Source: an optimization exercise on an open RTL-to-GDS flow (aim: a short achievable clock period and few clock cycles). Production flows keep margins and buffers that such runs may drop.
Function was checked by simulation only, so behaviour that the tests miss may differ from the original.

==> run X: inputs <==
==> flow/design.v <==
package corePkg;
	localparam logic [5:0] OP_ALU    = 6'b000001;  
	localparam logic [5:0] OP_ALUI   = 6'b000010;  
	localparam logic [5:0] OP_LOAD   = 6'b000011;
	localparam logic [5:0] OP_STORE  = 6'b100011;  
	localparam logic [5:0] OP_BRANCH = 6'b000100;  
	localparam logic [5:0] OP_JUMP   = 6'b000101;
	typedef struct packed {
		logic valid;
		logic predTaken;  
		logic [16-1:0] altPc;  
		logic [32-1:0] instr;
	} ifIdT;
	typedef struct packed {
		logic add;
		logic sub;
		logic sll;
		logic srl;
		logic sra;
		logic orr;
		logic xorr;
		logic andd;
		logic ge;
		logic lt;
		logic eq;
		logic ne;
	} aluSelT;
	typedef struct packed {
		logic regWrite;  
		logic load;
		logic store;
		logic branch;
		logic predTaken;
		logic brNoop;  
		logic brSkip1;  
		logic [16-1:0] altPc;
		logic fwdA;  
		logic fwdB;
		logic [32-1:0] opA;
		logic [32-1:0] opB;  
		logic [16-1:0] imm;
		logic [5-1:0] rd;
		aluSelT sel;
		logic [2:0] width;
	} idExT;
endpackage
`timescale 1ns/1ps
module fetchStage (
	input  logic clk,
	input  logic reset,
	input  logic memStall,
	input  logic redirect,  
	input  logic [16-1:0] target,
	input  logic [32-1:0] imemData,
	output logic [16-1:0] imemAddr,
	output logic imemValid,
	output corePkg::ifIdT ifId
);
	logic [16-1:0] pc;
	logic [32-1:0] fetchWord;  
	logic [16-1:0] pcPlus4;
	logic [16-1:0] brTarget;
	logic isJump;
	logic isBranch;
	logic predTaken;
	assign fetchWord = {imemData[7:0], imemData[15:8], imemData[23:16], imemData[31:24]};
	assign imemAddr = pc;
	assign isJump = fetchWord[31:26] == corePkg::OP_JUMP;
	assign isBranch = fetchWord[31:26] == corePkg::OP_BRANCH;
	assign predTaken = isJump || (isBranch && fetchWord[15]);  
	assign pcPlus4 = pc + 16'(4);
	assign brTarget = pcPlus4 + {{(16-12){fetchWord[15]}}, fetchWord[15:4]};
	always_ff @(posedge clk) begin
		if (reset) begin
			pc <= 16'(512);
			imemValid <= 1'b0;
			ifId.valid <= 1'b0;
		end else begin
			imemValid <= 1'b1;
			if (!memStall) begin
				if (redirect) begin
					pc <= target;
					ifId.valid <= 1'b0;  
				end else begin
					pc <= predTaken ? brTarget : pcPlus4;
					ifId.valid <= 1'b1;
				end
			end
		end
	end
	always_ff @(posedge clk) begin
		if (!memStall) begin
			ifId.instr <= fetchWord;
			ifId.predTaken <= predTaken;
			ifId.altPc <= predTaken ? pcPlus4 : brTarget;
		end
	end
endmodule
`timescale 1ns/1ps
module decodeStage (
	input  logic clk,
	input  logic reset,
	input  logic memStall,
	input  logic kill,  
	input  corePkg::ifIdT ifId,
	input  logic exWrite,  
	input  logic [5-1:0] exRd,
	input  logic wbEn,
	input  logic [5-1:0] wbRd,
	input  logic [32-1:0] wbData,
	output corePkg::idExT idEx
);
	logic [32-1:0] regFile [1:32-1];
	logic [5:0] opcode;
	logic [5-1:0] rdField;
	logic [5-1:0] rs1Field;
	logic [5-1:0] src2;  
	logic [32-1:0] rdata1;
	logic [32-1:0] rdata2;
	logic [32-1:0] imm;
	logic [3:0] fn;
	logic isAlu, isAluI, isLoad, isStore, isBranch;
	logic live;
	corePkg::idExT idExNext;
	assign opcode = ifId.instr[31:26];
	assign rdField = ifId.instr[25:21];
	assign rs1Field = ifId.instr[20:16];
	assign isAlu = opcode == corePkg::OP_ALU;
	assign isAluI = opcode == corePkg::OP_ALUI;
	assign isLoad = opcode == corePkg::OP_LOAD;
	assign isStore = opcode == corePkg::OP_STORE;
	assign isBranch = opcode == corePkg::OP_BRANCH;
	assign src2 = (isStore || isBranch) ? rdField : ifId.instr[15:11];
	assign imm = {{(32-12){ifId.instr[15]}}, ifId.instr[15:4]};
	assign fn = ifId.instr[3:0];
	assign live = ifId.valid && !kill;
	assign rdata1 = (rs1Field == '0) ? '0 :
		(wbEn && wbRd == rs1Field) ? wbData : regFile[rs1Field];
	assign rdata2 = (src2 == '0) ? '0 :
		(wbEn && wbRd == src2) ? wbData : regFile[src2];
	always_comb begin
		idExNext.regWrite = live && (isAlu || isAluI || isLoad) && rdField != '0;
		idExNext.load = live && isLoad;
		idExNext.store = live && isStore;
		idExNext.branch = live && isBranch;
		idExNext.predTaken = ifId.predTaken;
		idExNext.brNoop = ifId.instr[15:4] == 12'd0;
		idExNext.brSkip1 = ifId.instr[15:4] == 12'd4;
		idExNext.altPc = ifId.altPc;
		idExNext.fwdA = exWrite && exRd == rs1Field;
		idExNext.fwdB = exWrite && exRd == src2 && !isAluI;
		idExNext.opA = rdata1;
		idExNext.opB = isAluI ? imm : rdata2;
		idExNext.imm = imm[16-1:0];
		idExNext.rd = rdField;
		idExNext.width = ifId.instr[2:0];
		idExNext.sel = '0;
		if (isLoad || isStore) begin
			idExNext.sel.add = 1'b1;  
		end else begin
			case (fn)
				4'd1: idExNext.sel.sub = 1'b1;
				4'd2: idExNext.sel.sll = 1'b1;
				4'd3: idExNext.sel.srl = 1'b1;
				4'd4: idExNext.sel.sra = 1'b1;
				4'd5: idExNext.sel.orr = 1'b1;
				4'd6: idExNext.sel.ge = 1'b1;
				4'd7: idExNext.sel.xorr = 1'b1;
				4'd8: idExNext.sel.lt = 1'b1;
				4'd9: idExNext.sel.eq = 1'b1;
				4'd13: idExNext.sel.ne = 1'b1;
				4'd15: idExNext.sel.andd = 1'b1;
				default: idExNext.sel.add = 1'b1;
			endcase
		end
	end
	always_ff @(posedge clk) begin
		if (wbEn)
			regFile[wbRd] <= wbData;
	end
	always_ff @(posedge clk) begin
		if (reset) begin
			idEx.regWrite <= 1'b0;
			idEx.load <= 1'b0;
			idEx.store <= 1'b0;
			idEx.branch <= 1'b0;
		end else if (!memStall) begin
			idEx.regWrite <= idExNext.regWrite;
			idEx.load <= idExNext.load;
			idEx.store <= idExNext.store;
			idEx.branch <= idExNext.branch;
		end
	end
	always_ff @(posedge clk) begin
		if (!memStall) begin
			idEx.predTaken <= idExNext.predTaken;
			idEx.brNoop <= idExNext.brNoop;
			idEx.brSkip1 <= idExNext.brSkip1;
			idEx.altPc <= idExNext.altPc;
			idEx.fwdA <= idExNext.fwdA;
			idEx.fwdB <= idExNext.fwdB;
			idEx.opA <= idExNext.opA;
			idEx.opB <= idExNext.opB;
			idEx.imm <= idExNext.imm;
			idEx.rd <= idExNext.rd;
			idEx.width <= idExNext.width;
			idEx.sel <= idExNext.sel;
		end
	end
endmodule
`timescale 1ns/1ps
module executeStage (
	input  logic clk,
	input  logic reset,
	input  logic memStall,
	input  corePkg::idExT idEx,
	input  logic [32-1:0] loadData,  
	input  logic decodeSeq,  
	output logic [16-1:0] memAddr,
	output logic [32-1:0] storeData,
	output logic redirect,  
	output logic [16-1:0] target,
	output logic killDecode,  
	output logic wbEn,
	output logic [5-1:0] wbRd,
	output logic [32-1:0] wbData
);
	logic [32-1:0] a;
	logic [32-1:0] b;
	logic [32:0] diff;  
	logic [32-1:0] sum;
	logic [32-1:0] shl;
	logic [32-1:0] shr;
	logic geq;
	logic equal;
	logic [32-1:0] aluResult;
	logic [32-1:0] result;
	logic taken;
	logic mispredict;
	assign a = idEx.fwdA ? wbData : idEx.opA;
	assign b = idEx.fwdB ? wbData : idEx.opB;
	assign sum = a + b;
	assign diff = {1'b0, a} - {1'b0, b};
	assign geq = !diff[32];
	assign equal = a == b;
	assign shl = a << b[4:0];
	assign shr = idEx.sel.sra ? 32'($signed(a) >>> b[4:0]) : a >> b[4:0];
	assign aluResult =
		({32{idEx.sel.add}} & sum) |
		({32{idEx.sel.sub}} & diff[32-1:0]) |
		({32{idEx.sel.sll}} & shl) |
		({32{idEx.sel.srl || idEx.sel.sra}} & shr) |
		({32{idEx.sel.orr}} & (a | b)) |
		({32{idEx.sel.xorr}} & (a ^ b)) |
		({32{idEx.sel.andd}} & (a & b)) |
		32'((idEx.sel.ge && geq) || (idEx.sel.lt && !geq) ||
			(idEx.sel.eq && equal) || (idEx.sel.ne && !equal));
	assign result = idEx.load ? loadData : aluResult;
	assign memAddr = a[16-1:0] + idEx.imm;
	assign storeData = b;
	assign taken = aluResult[0];
	always_comb begin
		redirect = 1'b0;
		killDecode = 1'b0;
		target = idEx.altPc;
		if (idEx.branch) begin
			if (idEx.predTaken) begin
				if (!taken) begin
					redirect = 1'b1;
					killDecode = 1'b1;
				end
			end else if (taken && !idEx.brNoop) begin
				killDecode = 1'b1;
				redirect = !(idEx.brSkip1 && decodeSeq);
			end
		end
	end
	always_ff @(posedge clk) begin
		if (reset) begin
			wbEn <= 1'b0;
		end else if (!memStall) begin
			wbEn <= idEx.regWrite;
		end
	end
	always_ff @(posedge clk) begin
		if (!memStall) begin
			wbRd <= idEx.rd;
			wbData <= result;
		end
	end
endmodule
`timescale 1ns/1ps
module memoryStage (
	input  logic load,
	input  logic store,
	input  logic [2:0] width,
	input  logic [16-1:0] memAddr,
	input  logic [32-1:0] storeData,
	input  logic [32-1:0] dmemRdata,  
	output logic dmemValid,
	output logic dmemWrite,
	output logic [16-1:0] dmemAddr,
	output logic [32-1:0] dmemWdata,
	output logic [3:0] dmemByteEn,
	output logic [32-1:0] loadData
);
	assign dmemValid = load || store;
	assign dmemWrite = store;
	assign dmemAddr = memAddr;
	assign dmemWdata = storeData;  
	always_comb begin
		case (width)
			3'd1: dmemByteEn = 4'b0011;
			3'd2: dmemByteEn = 4'b0001;
			default: dmemByteEn = 4'b1111;
		endcase
	end
	always_comb begin
		case (width)
			3'd1: loadData = {{(32-16){1'b0}}, dmemRdata[15:0]};
			3'd2: loadData = {{(32-8){1'b0}}, dmemRdata[7:0]};
			default: loadData = dmemRdata;
		endcase
	end
endmodule
`timescale 1ns/1ps
module pipelineCore (
	input  logic clk,
	input  logic reset,
	input  logic memStall,  
	input  logic [32-1:0] imemData,
	input  logic [32-1:0] dmemRdata,
	output logic [16-1:0] imemAddr,
	output logic imemValid,
	output logic dmemValid,
	output logic dmemWrite,  
	output logic [16-1:0] dmemAddr,
	output logic [32-1:0] dmemWdata,
	output logic [3:0] dmemByteEn
);
	corePkg::ifIdT ifId;
	corePkg::idExT idEx;
	logic redirect;
	logic killDecode;
	logic [16-1:0] target;
	logic [16-1:0] memAddr;
	logic [32-1:0] storeData;
	logic [32-1:0] loadData;
	logic wbEn;
	logic [5-1:0] wbRd;
	logic [32-1:0] wbData;
	fetchStage u_fetchStage (
		.clk(clk), .reset(reset), .memStall(memStall),
		.redirect(redirect), .target(target), .imemData(imemData),
		.imemAddr(imemAddr), .imemValid(imemValid), .ifId(ifId)
	);
	decodeStage u_decodeStage (
		.clk(clk), .reset(reset), .memStall(memStall), .kill(killDecode),
		.ifId(ifId), .exWrite(idEx.regWrite), .exRd(idEx.rd),
		.wbEn(wbEn), .wbRd(wbRd), .wbData(wbData), .idEx(idEx)
	);
	executeStage u_executeStage (
		.clk(clk), .reset(reset), .memStall(memStall), .idEx(idEx),
		.loadData(loadData), .decodeSeq(ifId.valid && !ifId.predTaken),
		.memAddr(memAddr), .storeData(storeData),
		.redirect(redirect), .target(target), .killDecode(killDecode),
		.wbEn(wbEn), .wbRd(wbRd), .wbData(wbData)
	);
	memoryStage u_memoryStage (
		.load(idEx.load), .store(idEx.store), .width(idEx.width),
		.memAddr(memAddr), .storeData(storeData), .dmemRdata(dmemRdata),
		.dmemValid(dmemValid), .dmemWrite(dmemWrite), .dmemAddr(dmemAddr),
		.dmemWdata(dmemWdata), .dmemByteEn(dmemByteEn), .loadData(loadData)
	);
endmodule
==> flow/run.sh <==
#!/bin/bash
# synth_recipe.tcl (not shown) runs the flow's synth.tcl, then flattens the netlist and writes it again
# the make line also repeats each setting of config.mk as NAME=value (left out here)
make -C /OpenROAD-flow-scripts/flow DESIGN_CONFIG=/design/flow/config.mk WORK_HOME=/design/flow/orfs CLKGATE_MAP_FILE= SYNTH_SCRIPT=/design/flow/synth_recipe.tcl finish
==> flow/config.mk <==
export PLATFORM = sky130hd
export DESIGN_NAME = pipelineCore
export DESIGN_NICKNAME = pipelineCore
export VERILOG_FILES = /design/flow/design.v
export SDC_FILE = /design/flow/constraint.sdc
export NUM_CORES = 4
export LEC_CHECK = 0
export ABC_CLOCK_PERIOD_IN_PS = 3000
export CAP_MARGIN = 20
export CORE_MARGIN = 2
export CORE_UTILIZATION = 40
export PLACE_DENSITY = 0.6
export SETUP_SLACK_MARGIN = 3.5
export SLEW_MARGIN = 20
==> flow/constraint.sdc <==
create_clock -name core_clock -period 7.0 [get_ports {clk}]
set_input_delay 1.4000 -clock core_clock [delete_from_list [all_inputs] [get_ports {clk}]]
set_output_delay 1.4000 -clock core_clock [all_outputs]
set_load 0.01 [all_outputs]
==> inputs of run D, as changes to run X <==
--- a/flow/design.v
+++ b/flow/design.v
@@ -11,2 +11,3 @@
 		logic [16-1:0] altPc;  
+		logic [8-1:0] bhtIdx;
 		logic [32-1:0] instr;
@@ -36,2 +37,3 @@
 		logic [16-1:0] altPc;
+		logic [8-1:0] bhtIdx;
 		logic fwdA;  
@@ -40,3 +42,3 @@
 		logic [32-1:0] opB;  
-		logic [16-1:0] imm;
+		logic [16-1:0] addr;  
 		logic [5-1:0] rd;
@@ -51,2 +53,3 @@
 	input  logic memStall,
+	input  logic stall,  
 	input  logic redirect,  
@@ -54,2 +57,5 @@
 	input  logic [32-1:0] imemData,
+	input  logic bhtWrite,  
+	input  logic [8-1:0] bhtWIdx,
+	input  logic bhtWTaken,
 	output logic [16-1:0] imemAddr,
@@ -65,2 +71,6 @@
 	logic predTaken;
+	logic [(1<<8)-1:0] bhtValid;
+	logic [(1<<8)-1:0] bhtTaken;
+	logic [8-1:0] bhtIdx;
+	logic lastTaken;
 	assign fetchWord = {imemData[7:0], imemData[15:8], imemData[23:16], imemData[31:24]};
@@ -69,3 +79,5 @@
 	assign isBranch = fetchWord[31:26] == corePkg::OP_BRANCH;
-	assign predTaken = isJump || (isBranch && fetchWord[15]);  
+	assign bhtIdx = pc[8+1:2];
+	assign lastTaken = bhtValid[bhtIdx] ? bhtTaken[bhtIdx] : fetchWord[15];
+	assign predTaken = isJump || (isBranch && lastTaken);
 	assign pcPlus4 = pc + 16'(4);
@@ -83,3 +95,3 @@
 					ifId.valid <= 1'b0;  
-				end else begin
+				end else if (!stall) begin
 					pc <= predTaken ? brTarget : pcPlus4;
@@ -91,3 +103,3 @@
 	always_ff @(posedge clk) begin
-		if (!memStall) begin
+		if (!memStall && !stall) begin  
 			ifId.instr <= fetchWord;
@@ -95,4 +107,15 @@
 			ifId.altPc <= predTaken ? pcPlus4 : brTarget;
+			ifId.bhtIdx <= bhtIdx;
 		end
 	end
+	always_ff @(posedge clk) begin
+		if (reset)
+			bhtValid <= '0;
+		else if (bhtWrite)
+			bhtValid[bhtWIdx] <= 1'b1;
+	end
+	always_ff @(posedge clk) begin
+		if (bhtWrite)
+			bhtTaken[bhtWIdx] <= bhtWTaken;
+	end
 endmodule
@@ -110,2 +133,3 @@
 	input  logic [32-1:0] wbData,
+	output logic stall,  
 	output corePkg::idExT idEx
@@ -135,3 +159,4 @@
 	assign fn = ifId.instr[3:0];
-	assign live = ifId.valid && !kill;
+	assign stall = ifId.valid && (isLoad || isStore) && exWrite && exRd == rs1Field;
+	assign live = ifId.valid && !kill && !stall;
 	assign rdata1 = (rs1Field == '0) ? '0 :
@@ -149,2 +174,3 @@
 		idExNext.altPc = ifId.altPc;
+		idExNext.bhtIdx = ifId.bhtIdx;
 		idExNext.fwdA = exWrite && exRd == rs1Field;
@@ -153,3 +179,3 @@
 		idExNext.opB = isAluI ? imm : rdata2;
-		idExNext.imm = imm[16-1:0];
+		idExNext.addr = rdata1[16-1:0] + imm[16-1:0];
 		idExNext.rd = rdField;
@@ -199,2 +225,3 @@
 			idEx.altPc <= idExNext.altPc;
+			idEx.bhtIdx <= idExNext.bhtIdx;
 			idEx.fwdA <= idExNext.fwdA;
@@ -203,3 +230,3 @@
 			idEx.opB <= idExNext.opB;
-			idEx.imm <= idExNext.imm;
+			idEx.addr <= idExNext.addr;
 			idEx.rd <= idExNext.rd;
@@ -225,4 +252,8 @@
 	output logic [5-1:0] wbRd,
-	output logic [32-1:0] wbData
+	output logic [32-1:0] wbData,  
+	output logic bhtWrite,  
+	output logic [8-1:0] bhtWIdx,
+	output logic bhtWTaken
 );
+	logic [32-1:0] fwdData;  
 	logic [32-1:0] a;
@@ -239,4 +270,4 @@
 	logic mispredict;
-	assign a = idEx.fwdA ? wbData : idEx.opA;
-	assign b = idEx.fwdB ? wbData : idEx.opB;
+	assign a = idEx.fwdA ? fwdData : idEx.opA;
+	assign b = idEx.fwdB ? fwdData : idEx.opB;
 	assign sum = a + b;
@@ -258,3 +289,3 @@
 	assign result = idEx.load ? loadData : aluResult;
-	assign memAddr = a[16-1:0] + idEx.imm;
+	assign memAddr = idEx.addr;
 	assign storeData = b;
@@ -265,12 +296,12 @@
 		target = idEx.altPc;
-		if (idEx.branch) begin
-			if (idEx.predTaken) begin
-				if (!taken) begin
-					redirect = 1'b1;
-					killDecode = 1'b1;
-				end
-			end else if (taken && !idEx.brNoop) begin
-				killDecode = 1'b1;
-				redirect = !(idEx.brSkip1 && decodeSeq);
-			end
+		if (idEx.branch && taken != idEx.predTaken && !idEx.brNoop) begin
+			killDecode = 1'b1;
+			redirect = !(taken && idEx.brSkip1 && decodeSeq);
+		end
+	end
+	always_ff @(posedge clk) begin
+		if (reset) begin
+			bhtWrite <= 1'b0;
+		end else begin
+			bhtWrite <= idEx.branch && !memStall;
 		end
@@ -278,2 +309,6 @@
 	always_ff @(posedge clk) begin
+		bhtWIdx <= idEx.bhtIdx;
+		bhtWTaken <= taken;
+	end
+	always_ff @(posedge clk) begin
 		if (reset) begin
@@ -287,5 +322,9 @@
 			wbRd <= idEx.rd;
-			wbData <= result;
+			fwdData <= result;
 		end
 	end
+	always_ff @(posedge clk) begin
+		if (!memStall && idEx.regWrite)
+			wbData <= result;
+	end
 endmodule
@@ -344,2 +383,6 @@
 	logic killDecode;
+	logic stall;
+	logic bhtWrite;
+	logic [8-1:0] bhtWIdx;
+	logic bhtWTaken;
 	logic [16-1:0] target;
@@ -352,4 +395,5 @@
 	fetchStage u_fetchStage (
-		.clk(clk), .reset(reset), .memStall(memStall),
+		.clk(clk), .reset(reset), .memStall(memStall), .stall(stall),
 		.redirect(redirect), .target(target), .imemData(imemData),
+		.bhtWrite(bhtWrite), .bhtWIdx(bhtWIdx), .bhtWTaken(bhtWTaken),
 		.imemAddr(imemAddr), .imemValid(imemValid), .ifId(ifId)
@@ -359,3 +403,3 @@
 		.ifId(ifId), .exWrite(idEx.regWrite), .exRd(idEx.rd),
-		.wbEn(wbEn), .wbRd(wbRd), .wbData(wbData), .idEx(idEx)
+		.wbEn(wbEn), .wbRd(wbRd), .wbData(wbData), .stall(stall), .idEx(idEx)
 	);
@@ -363,6 +407,7 @@
 		.clk(clk), .reset(reset), .memStall(memStall), .idEx(idEx),
-		.loadData(loadData), .decodeSeq(ifId.valid && !ifId.predTaken),
+		.loadData(loadData), .decodeSeq(ifId.valid && !ifId.predTaken && !stall),
 		.memAddr(memAddr), .storeData(storeData),
 		.redirect(redirect), .target(target), .killDecode(killDecode),
-		.wbEn(wbEn), .wbRd(wbRd), .wbData(wbData)
+		.wbEn(wbEn), .wbRd(wbRd), .wbData(wbData),
+		.bhtWrite(bhtWrite), .bhtWIdx(bhtWIdx), .bhtWTaken(bhtWTaken)
 	);
==> results.yml <==
finish:
  nClkBuffers: 232
  n_fill_cell: 19200
critical_path:
  crit_path_start: "u_decodeStage.idEx[100]$_DFFE_PN_"
  crit_path_max_fanout: 7
synth:
  synth-edff-count: 1503
  syn_area_per_cell_um2: 11.3
  synth_top_area_frac: 0.490
  yosys.area_share.simple: 0.132
  netlist-cell-type-count: 86
timing:
  skew_ns: 0.0691
placed_design:
  place_ws_ns: 1.25
run_status:
  status: "finished clean"
cts:
  clkLatencyLatePin_ns: 0.87
floorplanning:
  coreArea_um2: 229000
global_route:
  antenna_found_initial: 18
Source of the figures above: run D

==> results.yml <==
power_and_ir_drop:
  peakVddDrop_v: 0.000209
run_status:
  status: "finished clean"
timing:
  skew_ns: 0.0378
critical_path:
  crit_path_start: "u_decodeStage.idEx[101]$_DFFE_PN_"
  crit_path_max_fanout: 4
synth:
  synth_top_area_frac: 0.555
  synth-edff-count: 1195
  synth_xor_area_frac: 0.0126
  netlist-cell-type-count: 92
  syn_area_per_cell_um2: 14.3
finish:
  n_fill_cell: 13100
  nClkBuffers: 159
  syn_to_final_growth_pct: 26.6
global_route:
  antenna_found_initial: 6
floorplanning:
  coreArea_um2: 161000
cts:
  clkLatencyLatePin_ns: 0.80
Source of the figures above: run X

Testbench counts of run X, summed over its fixed seeds: cycles 84,232.
Testbench counts of run D, summed over its fixed seeds: cycles 81,944.

what the ideal ports hide:
How much do the figures lean on ideal ports? The routed layouts below were timed once more, with nothing changed but the port constraints.
Step 1 sets driving cells, clkbuf_16 on the clock port and buf_2 on the other inputs (assumed; they add their load-dependent delay and slew).
Step 2 times the ports against the registers' clock, not the clock port: input delays grow and output delays shrink by t, the midpoint of the rising clock arrivals with the driver on.
Slacks: ideal ports / drivers / drivers and shift; pairs: ideal ports / drivers.
run	shift t [ns]	setup WS [ns]	hold slack, ns
run X	0.871	1.711 / 1.622 / 2.384	0.418 / 0.418 / 0.418
run D	0.945	2.730 / 2.730 / 2.262	0.338 / 0.338 / 0.338
After both steps setup and hold are still met in every run listed. The setup slack of run D, which loses most, moves by 0.000 ns with the drivers and by -0.468 ns with both steps.
